Context: an optimization exercise on an open-source flow, tuned for small area. The choices shown serve that exercise and are no tape-out recipe. In this exercise RTL edits were held to simulation tests only and were not proved equivalent to the original. Power is estimated from default activity; no workload was simulated.

==> flow/design.v, too long to show whole: its modules and the start of the top module <==
// module csr_aoi222: 3 lines
// module csr_aoi22: 3 lines
// module csr_oai22: 3 lines
// module csr_nor2: 3 lines
// module csr_nand2b: 3 lines
// module csr_xor2: 3 lines
// module csr_xnor2: 3 lines
// module csr_file: 2316 lines
module csr_file (
    input  logic                                                              clk,
    input  logic                                                              rst,
    input  logic [csr_pkg::commit_channels-1:0][csr_pkg::csr_addr_width-1:0] commit_write_addr,
    input  logic [csr_pkg::commit_channels-1:0][csr_pkg::reg_data_width-1:0] commit_write_data,
    input  logic [csr_pkg::commit_channels-1:0]                              commit_we,
    input  logic [csr_pkg::commit_channels-1:0][csr_pkg::csr_addr_width-1:0] commit_read_addr,
    input  logic [csr_pkg::csr_addr_width-1:0]                               exc_read_addr,
    input  logic [csr_pkg::reg_data_width-1:0]                               irq_pending,
    input  logic [csr_pkg::commit_count_width-1:0]                           commit_count,
    input  logic                                                              branch_num,
    input  logic                                                              branch_hit,
    input  logic                                                              branch_miss,
    input  logic                                                              rob_full,
    output logic [csr_pkg::reg_data_width-1:0]                               exc_read_data,
    output logic [csr_pkg::commit_channels-1:0][csr_pkg::reg_data_width-1:0] commit_read_data,
    output logic [csr_pkg::reg_data_width-1:0]                               mie_out,
    output logic [csr_pkg::reg_data_width-1:0]                               mstatus_out,
    output logic [csr_pkg::reg_data_width-1:0]                               mip_out,
    output logic [csr_pkg::reg_data_width-1:0]                               mepc_out
);
  // ...
==> flow/flow/run.sh <==
#!/bin/bash
# The standard ORFS layout (standard.sh), with these changes passed to its make:
#  - the input and output port buffers are sky130_fd_sc_hd__buf_1 cells
#  - clock tree synthesis inserts no dummy loads (clkbuf_4 buffers, clusters of 8 sinks)
#  - the resizer may swap a cell for one of another footprint
#  - before repair_design, each net with 24 or more loads is driven through one
#    buffer at the centre of its loads (flow/hf_buffer.tcl)
#  - the buffers between tie cells and constant outputs are made buf_1
# Each step's full output stays in orfs/logs/; make's own output goes to make_*.log here.
set -euo pipefail
HERE="$(cd "$(dirname "$0")" && pwd)"
EXTRA=(
  "BUFFER_PORTS_ARGS=-buffer_cell sky130_fd_sc_hd__buf_1"
  "CTS_ARGS=-sink_clustering_enable -repair_clock_nets -dont_use_dummy_load -buf_list sky130_fd_sc_hd__clkbuf_4 -sink_clustering_size 8 -sink_clustering_max_diameter 60"
  "MATCH_CELL_FOOTPRINT=0"
  "PRE_RESIZE_TCL=$HERE/pre_resize.tcl"
  "POST_FLOORPLAN_TCL=$HERE/post_floorplan.tcl"
)
bash standard.sh "${EXTRA[@]}" synth > make_synth.log 2>&1
bash standard.sh "${EXTRA[@]}" finish > make_finish.log 2>&1
==> flow/flow/hf_buffer.tcl <==
# Before repair_design: drive every high-fanout signal net that is not a port net
# through a single buffer placed at the centre of its loads. repair_design then
# fixes whatever is left.
proc hf_buffer { min_loads cell } {
  set block [ord::get_db_block]
  set todo {}
  foreach net [$block getNets] {
    if {[$net getSigType] ne "SIGNAL"} continue
    if {[llength [$net getBTerms]] > 0} continue
    set loads {}
    set drv ""
    foreach it [$net getITerms] {
      if {[$it isOutputSignal]} { set drv $it } elseif {[$it isInputSignal]} { lappend loads $it }
    }
    if {$drv eq "" || [llength $loads] < $min_loads} continue
    lappend todo [list $net $loads]
  }
  set n 0
  foreach item $todo {
    lassign $item net loads
    set sx 0; set sy 0
    foreach it $loads {
      set bb [[$it getInst] getBBox]
      set sx [expr {$sx + ([$bb xMin] + [$bb xMax]) / 2.0}]
      set sy [expr {$sy + ([$bb yMin] + [$bb yMax]) / 2.0}]
    }
    set k [llength $loads]
    set x [expr {$sx / $k / 1000.0}]
    set y [expr {$sy / $k / 1000.0}]
    insert_buffer -buffer_cell $cell -net [get_nets [$net getName]] -location [list $x $y]
    incr n
  }
  puts "hf_buffer: buffered $n nets with $cell"
}
==> flow/flow/post_floorplan.tcl <==
# POST_FLOORPLAN hook: the buffers that synthesis put between the tie cells and
# the constant output ports become the smallest buffer
set n 0
foreach inst [[ord::get_db_block] getInsts] {
  if {[[$inst getMaster] getName] ne "sky130_fd_sc_hd__conb_1"} continue
  foreach pin {LO HI} {
    set it [$inst findITerm $pin]
    set net [$it getNet]
    if {$net eq "NULL"} continue
    foreach ld [$net getITerms] {
      if {![$ld isInputSignal]} continue
      set buf [$ld getInst]
      set m [[$buf getMaster] getName]
      if {![regexp {^sky130_fd_sc_hd__buf_[0-9]+$} $m] || $m eq "sky130_fd_sc_hd__buf_1"} continue
      replace_cell [$buf getName] sky130_fd_sc_hd__buf_1
      incr n
    }
  }
}
puts "post_floorplan: $n tie buffers resized to buf_1"
==> flow/flow/pre_resize.tcl <==
# PRE_RESIZE hook: one buffer per high-fanout net before repair_design
source [file join [file dirname [info script]] hf_buffer.tcl]
hf_buffer 24 sky130_fd_sc_hd__buf_2
==> flow/standard.sh <==
#!/bin/bash
# synth_recipe.tcl (not shown) runs the flow's synth.tcl, then flattens the netlist and writes it again
# the make line also repeats each setting of config.mk as NAME=value (left out here)
make -C /OpenROAD-flow-scripts/flow DESIGN_CONFIG=/design/flow/config.mk WORK_HOME=/design/flow/orfs CLKGATE_MAP_FILE= SYNTH_SCRIPT=/design/flow/synth_recipe.tcl "${@:-finish}"
==> flow/config.mk <==
export PLATFORM = sky130hd
export DESIGN_NAME = csr_file
export DESIGN_NICKNAME = csr_file
export VERILOG_FILES = /design/flow/design.v
export SDC_FILE = /design/flow/constraint.sdc
export NUM_CORES = 4
export LEC_CHECK = 0
export CAP_MARGIN = 10
export CELL_PAD_IN_SITES_DETAIL_PLACEMENT = 1
export CORE_MARGIN = 2
export CORE_UTILIZATION = 42
export CTS_BUF_LIST = sky130_fd_sc_hd__clkbuf_4
export CTS_CLUSTER_DIAMETER = 60
export CTS_CLUSTER_SIZE = 8
export GPL_ROUTABILITY_DRIVEN = 1
export GPL_TIMING_DRIVEN = 0
export PLACE_DENSITY = 0.52
export SLEW_MARGIN = 10
export SYNTH_HIERARCHICAL = 1
export SYNTH_MINIMUM_KEEP_SIZE = 0
==> flow/constraint.sdc <==
create_clock -name core_clock -period 9.0 [get_ports {clk}]
set_input_delay 1.8000 -clock core_clock [delete_from_list [all_inputs] [get_ports {clk}]]
set_output_delay 1.8000 -clock core_clock [all_outputs]
set_load 0.01 [all_outputs]
==> results_dict.tcl, run 1 <==
set metrics [dict create \
    cp-startpoint "commit_read_addr[17]" \
    antenna_found_initial 24 \
    maxCapViolCount 1 \
    gp_congestion 1.07 \
    wl_per_cell_um 41.4 \
    status "failed layout checks" \
    largest_class "multi-input gates" \
    hold_class "register to register" \
    synth_compound_area_frac 0.341 \
    drv_slew 2 \
    ctsHoldBuffers 0 \
    ir_drop_uv 89.1 \
    slowest_stage "nor4_1" \
    io_buffers 324 \
    relSlewSlack -0.107 \
    wl_met3_um 43000 \
    check.faults "max-capacitance violations, max-slew violations" \
    fin_crit_sh 0.850 \
    regArea_mm2 0.0116 \
    die_h_um 287 \
    synthTopCellsByCount "a222oi_1, dfxtp_1, o22ai_1, nor2_1, xnor2_1" \
    clk-insertion-delay-late_ns 0.97 \
    fin_util 0.476 \
    n_all_buffers 524 \
    period_minus_slack_ns 7.65 \
    synth_edf_count 0 \
    seq_area_frac 0.308 \
    synth_top_area_cell "dfxtp_1" \
    critPathArrivalTime_ns 5.85 \
    crit_path_start_kind "primary input" \
    r2r.worst_path.cells 20 \
    drt_wl_total_um 220000 \
]
==> inputs of run 2 (changes only) <==
--- a/flow/config.mk
+++ b/flow/config.mk
@@ -5,7 +5,7 @@
 export SDC_FILE = /design/flow/constraint.sdc
 export NUM_CORES = 4
 export LEC_CHECK = 0
-export CAP_MARGIN = 10
+export CAP_MARGIN = 30
 export CELL_PAD_IN_SITES_DETAIL_PLACEMENT = 1
 export CORE_MARGIN = 2
 export CORE_UTILIZATION = 42
@@ -15,6 +15,6 @@
 export GPL_ROUTABILITY_DRIVEN = 1
 export GPL_TIMING_DRIVEN = 0
 export PLACE_DENSITY = 0.52
-export SLEW_MARGIN = 10
+export SLEW_MARGIN = 30
 export SYNTH_HIERARCHICAL = 1
 export SYNTH_MINIMUM_KEEP_SIZE = 0
==> run 2 against run 1 <==
Now clean on timing, DRC and antenna. Clock power about the same. Sequential share of layout area down 0.35 points. Non-clock buffer count up 6. Via count down 0.27%. Global-route usage up 0.073 points. Worst setup slack better by 0.17 ns. Power down 0.18%. Sequential power about the same. Maximum frequency up 2.3%. Critical endpoint is now commit_read_data[33]. Highest routed layer unchanged.
==> results_dict.tcl, run 2 <==
set metrics [dict create \
    rows 103 \
    postCtsSetupBuffers 0 \
    wl_met3_um 42100 \
    yosys.cell_count.top_type "a222oi_1" \
    detail-route-antenna-nets 0 \
    setup_viol 0 \
    layout_commonest_cell "a222oi_1" \
    htree_levels 3 \
    die_w_um 287 \
    hold_path.startpoint "mtvec_q[20]" \
    crit_path_start_kind "primary input" \
    die_h_um 287 \
    hold_ws_ns 0.553 \
    vias 43629 \
    clkTransAtPathRegs_ns 0.09 \
    power_mw 4.44 \
    period_minus_slack_ns 7.48 \
    cts_made_buffers 86 \
    clockBufferDepth 3 \
    grtUsageTotal 0.506 \
    synth_top_area_frac 0.346 \
    worstSetupPathType "primary input to output port" \
    r2r.worst_path.cells 20 \
    wl_per_cell_um 41.2 \
    yosysUniqueCellTypes 57 \
    post_cts_resized 0 \
    drc_errors 0 \
    fin_nets 4432 \
    met1_length_um 77800 \
    rsz0062_at_grt "false" \
    setup_tns_ns 0 \
    largest_register "cnt_nq" \
    io_buffers 324 \
    clk_root_buffer_cell "clkbuf_4" \
    synthToLayoutAreaGrowth_pct 13.4 \
    design_area_mm2 0.0381 \
    fmax_ghz 0.134 \
    fin_crit_sh 0.831 \
    critPathArrivalTime_ns 5.68 \
    holdPathEnd "mtvec_q[20]" \
    initial_utilization 0.424 \
    fp.dieArea_mm2 0.0823 \
    cp_data_required_time_ns 7.20 \
    synth_top_flop_cell "dfxtp_1" \
    clk-insertion-delay-late_ns 0.95 \
    ir_drop_uv 96.6 \
    yosys_warnings 7 \
    synth_top_area_cell "dfxtp_1" \
    clock_sinks 580 \
    viasPerCell 8.21 \
    cts_tree "done" \
    synth_area_per_cell_um2 9.17 \
    numPlacedInstances 5220 \
    cp-end-kind "output port" \
    synthArstFlopShare 0 \
    final_cell_mix "a222oi_1, dfxtp_1, o22ai_1" \
    hold-path-cell-count 2 \
    finalNonFillerCells 5316 \
    antenna_found_initial 21 \
    status "no timing/DRC/antenna violations" \
    ctsHoldBuffers 0 \
    cp_max_fo 32 \
    netlist_instances 3664 \
    relSlewSlack 0.186 \
    place_area_mm2 0.0372 \
    grt-ovfl-total 0 \
    yosysSeqAreaShare 0.346 \
    synth_top_cells_by_area "dfxtp_1, a222oi_1, o22ai_1" \
    maxCapViolCount 0 \
    grt_max_degree 33 \
    fin_skew_ns 0.141 \
    r2r_slack_ns 3.48 \
    grt_first_pass_wirelength_um 302000 \
    drv_slew 0 \
    synth_area_mm2 0.0336 \
    initialDrtViolationCount 11886 \
    gp_congestion 1.07 \
    largest_reg_flops 384 \
    synth_edf_count 0 \
    routed.top_layer "met5" \
    core_mm2 0.0791 \
    drt_wl_total_um 219000 \
    drive_above_1_share 0.0866 \
    timing.rr.start "cnt_nq[357]" \
    p_leak_nw 12.3 \
    tightest_slew_ns 1.21 \
    r2r-end "cnt_nq[383]" \
    met2_wirelength_um 81900 \
    hold_class "register to register" \
    hold_viol 0 \
    pin_count 391 \
    p_per_area_mw_per_mm2 116 \
    post-dp-hpwl_um 150000 \
    synthTopCellsByCount "a222oi_1, dfxtp_1, o22ai_1, nor2_1, xnor2_1" \
    grt_pass1_vias 39520 \
    firstDrtPassIters 17 \
    ys_ff_latch 580 \
]
-- run 2: cell counts after synthesis --
No cell type changed its count.
-- run 2: layer usage --
layer / vias to the layer above / track usage
li1: 16996 / -
met1: 21359 / 0.649
met2: 4271 / 0.669
met3: 977 / 0.262
met4: 26 / 0.286
met5: - / 0.0302
-- run 2: power breakdown --
part | internal, mW | switching [mW]
sequential | 2.58 | 0.0339
combinational | 0.0771 | 0.306
clock | 0.436 | 1.00
total | 3.09 | 1.34
-- run 2: logic make-up (layout without fill, tap and decap cells) --
group / Yosys count / after routing / share of synthesized area
adder cells (fa/ha/maj): 4 / 4 / 0.00171
buffers and inverters: 261 / 796 / 0.0363
AO/OA/AOI/OAI: 1367 / 1367 / 0.341
flip-flops: 580 / 580 / 0.346
AND/OR/NAND/NOR: 1070 / 1070 / 0.175
XOR/XNOR: 381 / 381 / 0.0993
other: 1 / 68 / 0.000112
-- run 2: layout make-up --
| type | instances | area (um2) |
|---|---|---|
| fill | 9516 | 41000 |
| antenna | 7 | 17.5 |
| tap | 1050 | 1310 |
| sequential | 580 | 11600 |
| multi-input combinational | 2883 | 21400 |
| buffer | 81 | 317 |
| timing repair buffer | 449 | 2090 |
| clock buffer | 86 | 646 |
| inverter | 180 | 676 |
-- run 2: how the worst max path moves through the flow --
stage	startpoint	endpoint	slack, ns	cells past startpoint
floorplan	commit_read_addr[5]	commit_read_data[3]	1.92	6
global placement	commit_read_addr[11]	commit_read_data[11]	-3.58	9
detailed placement	commit_read_addr[11]	commit_read_data[11]	1.93	10
CTS	commit_read_addr[11]	commit_read_data[11]	1.92	10
global route	commit_read_addr[17]	commit_read_data[33]	1.68	10
finish	commit_read_addr[17]	commit_read_data[33]	1.52	10
-- run 2: Yosys stat by module, one instance, submodules excluded --
module | cells | cell area [um2] | flip-flops and latches | times used
csr_aoi222 | 1 | 10.0 | 0 | 734
csr_nor2 | 1 | 3.75 | 0 | 189
csr_oai22 | 1 | 6.26 | 0 | 576
csr_xnor2 | 1 | 8.76 | 0 | 191
csr_file | 1606 | 17400 | 580 | 1
csr_xor2 | 1 | 8.76 | 0 | 189
csr_nand2b | 1 | 6.26 | 0 | 167
csr_aoi22 | 1 | 12.5 | 0 | 12
-- run 2: critical path, stage by stage --
cell and delay [ns]:
buf_1 0.18, and4bb_2 0.38, and4_1 0.35, clkbuf_1 0.21, nand2_1 0.17, buf_2 0.82, o22ai_1 0.13, nor4_1 0.98
nand4_1 0.39, buf_1 0.22
-- run 2: metrics by stage --
| step | setup slack, ns | utilization |
|---|---|---|
| 2_1_floorplan | 1.92 | - |
| 3_5_place_dp | 1.93 | 0.471 |
| 5_1_grt | 1.68 | 0.481 |
| 6_report | 1.52 | 0.481 |
| 3_3_place_gp | -3.58 | 0.456 |
| 4_1_cts | 1.92 | 0.479 |
==> inputs of run 3 (changes only) <==
--- a/flow/config.mk
+++ b/flow/config.mk
@@ -5,7 +5,7 @@
 export SDC_FILE = /design/flow/constraint.sdc
 export NUM_CORES = 4
 export LEC_CHECK = 0
-export CAP_MARGIN = 30
+export CAP_MARGIN = 20
 export CELL_PAD_IN_SITES_DETAIL_PLACEMENT = 1
 export CORE_MARGIN = 2
 export CORE_UTILIZATION = 42
@@ -15,6 +15,6 @@
 export GPL_ROUTABILITY_DRIVEN = 1
 export GPL_TIMING_DRIVEN = 0
 export PLACE_DENSITY = 0.52
-export SLEW_MARGIN = 30
+export SLEW_MARGIN = 20
 export SYNTH_HIERARCHICAL = 1
 export SYNTH_MINIMUM_KEEP_SIZE = 0
==> run 3 against run 2 <==
Still clean on timing, DRC and antenna. Synthesized cell count unchanged. Clock skew fell by 0.013 ns. Die area did not move. Sequential share of layout area grew 0.27 points. Design area fell by 0.87%. Power about the same. First-iteration DRC count rose by 3.8%. Core utilization down 0.42 points. Via count increased by 0.23%. Largest power group unchanged.
==> results_dict.tcl, run 3 <==
set metrics [dict create \
    largest_register "cnt_nq" \
    maxCapViolCount 0 \
    power_mw 4.44 \
    hold_viol 0 \
    yosys.cell_count.top_type "a222oi_1" \
    setup_tns_ns 0 \
    core_mm2 0.0791 \
    finalNonFillerCells 5308 \
    fp.dieArea_mm2 0.0823 \
    grt_first_pass_wirelength_um 303000 \
    ctsHoldBuffers 0 \
    clk_root_buffer_cell "clkbuf_4" \
    drv_slew 0 \
    post-dp-hpwl_um 149000 \
    cp-end-kind "output port" \
    final_cell_mix "a222oi_1, dfxtp_1, o22ai_1" \
    grt_max_degree 33 \
    p_per_area_mw_per_mm2 118 \
    gp_congestion 1.07 \
    relSlewSlack 0.0876 \
    cp_data_required_time_ns 7.20 \
    ys_ff_latch 580 \
    grt-ovfl-total 0 \
    setup_viol 0 \
    fin_util 0.477 \
    clk-insertion-delay-late_ns 1.00 \
    grt_pass1_vias 39697 \
    pin_count 391 \
    drc_errors 0 \
    antenna_found_initial 21 \
    fin_crit_sh 0.847 \
    hold_class "register to register" \
    die_w_um 287 \
    synthToLayoutAreaGrowth_pct 12.4 \
    fillers 9532 \
    layout_commonest_cell "a222oi_1" \
    grtUsageTotal 0.506 \
    vias 43728 \
    post_cts_resized 0 \
    netlist_instances 3664 \
    synth_top_area_frac 0.346 \
    synth_top_area_cell "dfxtp_1" \
    cts_tree "done" \
    synthArstFlopShare 0 \
    yosysUniqueCellTypes 57 \
    synth_top_flop_cell "dfxtp_1" \
    synth_top_cells_by_area "dfxtp_1, a222oi_1, o22ai_1" \
    die_h_um 287 \
    clockBufferDepth 3 \
    yosys_warnings 7 \
    p_leak_nw 12.1 \
    clock_sinks 580 \
    postCtsSetupBuffers 0 \
    firstDrtPassIters 15 \
    synth_edf_count 0 \
    fmax_ghz 0.131 \
    r2r.worst_path.cells 20 \
    initial_utilization 0.424 \
    viasPerCell 8.24 \
    largest_reg_flops 384 \
    worstSetupPathType "primary input to output port" \
    tightest_slew_ns 1.37 \
    synth_area_per_cell_um2 9.17 \
    fin_skew_ns 0.128 \
    rows 103 \
    status "no timing/DRC/antenna violations" \
    clkTransAtPathRegs_ns 0.09 \
    htree_levels 3 \
    period_minus_slack_ns 7.62 \
    critPathArrivalTime_ns 5.82 \
    synthTopCellsByCount "a222oi_1, dfxtp_1, o22ai_1, nor2_1, xnor2_1" \
    io_buffers 324 \
    drive_above_1_share 0.0777 \
    cp_max_fo 32 \
    rsz0062_at_grt "false" \
    crit_path_start_kind "primary input" \
    fin_nets 4418 \
    ir_drop_uv 94.0 \
    wl_per_cell_um 41.3 \
    yosysSeqAreaShare 0.346 \
    hold-path-cell-count 2 \
    numPlacedInstances 5205 \
    initialDrtViolationCount 12337 \
    detail-route-antenna-nets 0 \
    drt_wl_total_um 219000 \
    synth_area_mm2 0.0336 \
    cts_made_buffers 85 \
]
==> run 3: where the power goes <==
part	total, mW	switching (mW)	internal [mW]
combinational	0.378	0.304	0.0739
clock	1.44	1.01	0.431
sequential	2.62	0.0335	2.58
total	4.44	1.35	3.09
==> run 3: cell families after synthesis <==
| family | Yosys count | share of synthesized area |
|---|---|---|
| buffers and inverters | 261 | 0.0363 |
| AND/OR/NAND/NOR | 1070 | 0.175 |
| flip-flops | 580 | 0.346 |
| XOR/XNOR | 381 | 0.0993 |
| other | 1 | 0.000112 |
| adder cells (fa/ha/maj) | 4 | 0.00171 |
| AO/OA/AOI/OAI | 1367 | 0.341 |
==> run 3: per-module statistics from Yosys (local to each module, per instance) <==
module | flip-flops and latches | cells | copies in the design
csr_xor2 | 0 | 1 | 189
csr_file | 580 | 1606 | 1
csr_xnor2 | 0 | 1 | 191
csr_oai22 | 0 | 1 | 576
csr_nor2 | 0 | 1 | 189
csr_aoi22 | 0 | 1 | 12
csr_aoi222 | 0 | 1 | 734
csr_nand2b | 0 | 1 | 167
==> run 3: final timing paths <==
kind / start / to / slack (ns)
min: mtvec_q[11] / mtvec_q[11] / 0.55
min reg2reg: mtvec_q[11] / mtvec_q[11] / 0.55
max: commit_read_addr[17] / commit_read_data[37] / 1.38
max reg2reg: cnt_nq[357] / cnt_nq[383] / 3.64
==> run 3: cell type report <==
cell class              instances  area [um2]  area share
multi-input cells            2883       21300       0.564
flip-flops and latches        580       11600       0.307
repair buffers                436        1870      0.0496
diodes                         13        32.5    0.000861
inverters                     180         676      0.0179
plain buffers                  81         317     0.00838
clock buffers                  85         638      0.0169
well taps                    1050        1310      0.0348
==> run 3: worst max-delay path, stage by stage <==
cell      delay (ns)
buf_1           0.20
and4bb_2        0.37
and4_1          0.35
clkbuf_1        0.23
nand2_1         0.12
buf_2           0.81
o22ai_1         0.22
nor4_2          1.18
nand4_1         0.29
buf_1           0.21
==> run 3: through the flow <==
step | cell area, um2 | hold WS, ns | setup WS [ns]
after floorplan | 33800 | 0.471 | 1.92
after global placement | 36100 | 0.512 | -3.58
after detailed placement | 36900 | 0.525 | 1.90
after CTS | 37500 | 0.548 | 1.88
after global routing | 37700 | 0.581 | 1.65
final | 37800 | 0.547 | 1.38
==> run 3: per-layer routing <==
layer / routed length, um / GRT usage
met1: 79800 / 0.656
met2: 82400 / 0.677
met3: 41400 / 0.256
met4: 15700 / 0.268
met5: 183 / 0.00465
==> inputs of run 4 (changes only) <==
--- a/flow/config.mk
+++ b/flow/config.mk
@@ -5,7 +5,7 @@
 export SDC_FILE = /design/flow/constraint.sdc
 export NUM_CORES = 4
 export LEC_CHECK = 0
-export CAP_MARGIN = 20
+export CAP_MARGIN = 15
 export CELL_PAD_IN_SITES_DETAIL_PLACEMENT = 1
 export CORE_MARGIN = 2
 export CORE_UTILIZATION = 42
@@ -15,6 +15,6 @@
 export GPL_ROUTABILITY_DRIVEN = 1
 export GPL_TIMING_DRIVEN = 0
 export PLACE_DENSITY = 0.52
-export SLEW_MARGIN = 20
+export SLEW_MARGIN = 15
 export SYNTH_HIERARCHICAL = 1
 export SYNTH_MINIMUM_KEEP_SIZE = 0
==> run 4 against run 3 <==
The layout now fails its checks (max-capacitance violations, max-slew violations). Largest power group unchanged. Via count increased by 0.22%. Critical endpoint is now commit_read_data[11]. Sequential share of layout area increased by 0.059 points. Worst setup slack got worse by 0.054 ns.
==> results_dict.tcl, run 4 <==
set metrics [dict create \
    ir_drop_uv 94.8 \
    htree_levels 3 \
    fin_nets 4425 \
    period_minus_slack_ns 7.68 \
    cp_data_required_time_ns 7.20 \
    post_cts_resized 0 \
    rows 103 \
    core_mm2 0.0791 \
    yosysSeqAreaShare 0.346 \
    ys_ff_latch 580 \
    synth_area_per_cell_um2 9.17 \
    critPathArrivalTime_ns 5.88 \
    swShare 0.306 \
    r2r_slack_ns 3.60 \
    yosysUniqueCellTypes 57 \
    final_cell_mix "a222oi_1, dfxtp_1, o22ai_1" \
    cp_top_family "simple AND/OR/NAND/NOR gates" \
    setup_viol 0 \
    slowest_stage "nor4b_2" \
    grtUsageMet1 0.658 \
    busiest_layer "met2" \
    largest_register "cnt_nq" \
    post-dp-hpwl_um 150000 \
    pwr-share-seq 0.589 \
    netlist_instances 3664 \
    grt_max_degree 33 \
    crit_path_start_kind "primary input" \
    p_int_mw 3.08 \
    fp.dieArea_mm2 0.0823 \
    io_buffers 324 \
    layout_commonest_cell "a222oi_1" \
    viasPerCell 8.25 \
    pre_cts_slack_ns 1.90 \
    drt_wl_total_um 220000 \
    p_per_area_mw_per_mm2 118 \
    pin_count 391 \
    fin_skew_ns 0.129 \
    timing.rr.start "cnt_nq[357]" \
    crit_chain "buf_1, nor4bb_1, nand3_1, nor4b_2, buf_2, a222oi_1, nand2_1, nor4_1, o31ai_1, buf_1" \
    drv_slew 4 \
    die_w_um 287 \
    grt_first_pass_wirelength_um 304000 \
    wl_per_cell_um 41.5 \
    cts_made_buffers 84 \
    fin_crit_sh 0.853 \
    synth_area_mm2 0.0336 \
    initialDrtViolationCount 12748 \
    power.switching_mw 1.36 \
    status "failed layout checks" \
    cp_max_fo 30 \
    die_h_um 287 \
    p_leak_nw 12.1 \
    synth_top_area_cell "dfxtp_1" \
    drive_above_1_share 0.0731 \
    synth_top_area_frac 0.346 \
    clockBufferDepth 3 \
    crit_path_frequent_cell "buf_1" \
    firstDrtPassIters 37 \
    detail-route-antenna-nets 0 \
    fmax_ghz 0.130 \
    hold_path.startpoint "mcause_q[14]" \
    cp-end-kind "output port" \
    initial_utilization 0.424 \
    grt-ovfl-total 0 \
    finalNonFillerCells 5312 \
    synth_top_cells_by_area "dfxtp_1, a222oi_1, o22ai_1" \
    hold_class "register to register" \
    gp_congestion 1.07 \
    worstSetupPathType "primary input to output port" \
    cp-startpoint "commit_read_addr[11]" \
    grt_pass1_vias 39892 \
    power_frac_clock 0.326 \
    synth_edf_count 0 \
    postCtsSetupBuffers 0 \
    grtUsageTotal 0.509 \
    grtUsageMet2 0.678 \
    antenna_found_initial 19 \
    combPwrFrac 0.085 \
    tightest_slew_ns 1.50 \
    synth_top_flop_cell "dfxtp_1" \
    globalRouteMet3Util 0.256 \
    crit_path_max_incr_delay_ns 1.10 \
    clock_sinks 580 \
    vias 43825 \
    drc_errors 0 \
    cts_tree "done" \
    hold_viol 0 \
    check.faults "max-capacitance violations, max-slew violations" \
    fin_ws_ns 1.32 \
    synthToLayoutAreaGrowth_pct 12.2 \
    largest_reg_flops 384 \
    clkTransAtPathRegs_ns 0.09 \
    maxCapViolCount 1 \
    clk_root_buffer_cell "clkbuf_4" \
    synthArstFlopShare 0 \
    path_buf_inv 3 \
    ctsHoldBuffers 0 \
    synthTopCellsByCount "a222oi_1, dfxtp_1, o22ai_1, nor2_1, xnor2_1" \
    yosys_warnings 7 \
    relSlewSlack -0.0113 \
    numPlacedInstances 5212 \
    setup_tns_ns 0 \
    rsz0062_at_grt "false" \
    yosys.cell_count.top_type "a222oi_1" \
    clk-insertion-delay-late_ns 0.98 \
]
## run 4: cell counts after synthesis
Identical to the previous run, type by type.
## run 4: power groups by stage
stage / combinational [mW] / sequential, mW / clock, mW
6_report: 0.376 / 2.62 / 1.45
5_1_grt: 0.375 / 2.62 / 1.53
4_1_cts: 0.342 / 2.61 / 1.44
3_5_place_dp: 0.341 / 2.67 / 0
3_3_place_gp: 0.326 / 2.67 / 0
2_1_floorplan: 0.124 / 2.66 / 0
## run 4: cells by family after synthesis
| group | Yosys count | share of synthesized area |
|---|---|---|
| flip-flops | 580 | 0.346 |
| adder cells (fa/ha/maj) | 4 | 0.00171 |
| buffers and inverters | 261 | 0.0363 |
| XOR/XNOR | 381 | 0.0993 |
| AO/OA/AOI/OAI | 1367 | 0.341 |
| other | 1 | 0.000112 |
| AND/OR/NAND/NOR | 1070 | 0.175 |
## run 4: layout make-up
class / instances / area [um2]
antenna: 10 / 25.0
buffer: 81 / 317
clock buffer: 84 / 631
fill: 9509 / 41400
inverter: 180 / 676
multi-input combinational: 2883 / 21200
sequential: 580 / 11600
tap: 1050 / 1310
timing repair buffer: 444 / 1910
## run 4: path summary, 6_finish.rpt
kind / end / depth (start not counted)
min reg2reg: mcause_q[14] / 2
max reg2reg: cnt_nq[383] / 20
min: mcause_q[14] / 2
max: commit_read_data[11] / 10
## run 4: per-layer routing
metal / share of wire / vias to the layer above
met5: 0.0017 / -
met4: 0.072 / 26
met3: 0.19 / 987
met2: 0.37 / 4406
met1: 0.36 / 21422
li1: - / 16984
## run 4: worst register-to-register path: cells and delay by family (launching register included)
| kind | cells | cell delay, ns |
|---|---|---|
| flops | 1 | 0.38 |
| simple gates | 18 | 4.51 |
| compound gates | 1 | 0.28 |
| xor+xnor | 1 | 0.14 |
## run 4: per-module statistics from Yosys (local to each module, per instance)
module      area [um2]  flops+latches
csr_file         17400            580
csr_nand2b        6.26              0
csr_oai22         6.26              0
csr_aoi22         12.5              0
csr_xnor2         8.76              0
csr_aoi222        10.0              0
csr_nor2          3.75              0
csr_xor2          8.76              0
## run 4: per-stage QoR
| step | util | total power, mW | cell area (um2) | hold WS (ns) |
|---|---|---|---|---|
| 5_1_grt | 0.476 | 4.52 | 37700 | 0.566 |
| 4_1_cts | 0.474 | 4.39 | 37500 | 0.549 |
| 2_1_floorplan | - | 2.79 | 33800 | 0.471 |
| 3_5_place_dp | 0.466 | 3.01 | 36900 | 0.525 |
| 6_report | 0.476 | 4.44 | 37700 | 0.552 |
| 3_3_place_gp | 0.456 | 3.00 | 36100 | 0.512 |

[afterwards: timing with drivers on the ports]
No port has a modelled driver above. Below, the same layouts with a new extraction and two added sets of constraints.
Step 1 (the two cells are an assumption about what drives the block):
set clk [get_ports {clk}]
set_driving_cell -lib_cell sky130_fd_sc_hd__clkbuf_16 $clk
set_driving_cell -lib_cell sky130_fd_sc_hd__buf_2 [delete_from_list [all_inputs] $clk]
Step 2, shift: input delay + t, output delay - t, t = (earliest + latest rising clock arrival at the registers) / 2. This alone moves slack from input paths to output paths.
a / b / c = ideal / step 1 / step 2; a / b = the first two.
| run | t (ns) | setup WS [ns] | slew at the worst register clock pin (ns) |
|---|---|---|---|
| run 1 | 0.994 | 1.351 / 1.295 / 1.295 | 0.12 / 0.12 |
| run 2 | 0.954 | 1.521 / 1.472 / 1.472 | 0.11 / 0.11 |
| run 3 | 0.993 | 1.378 / 1.327 / 1.327 | 0.12 / 0.12 |
| run 4 | 0.987 | 1.325 / 1.302 / 1.302 | 0.12 / 0.12 |
The setup slack of run 1, which loses most, moves by -0.056 ns with the drivers and by -0.056 ns with both steps.
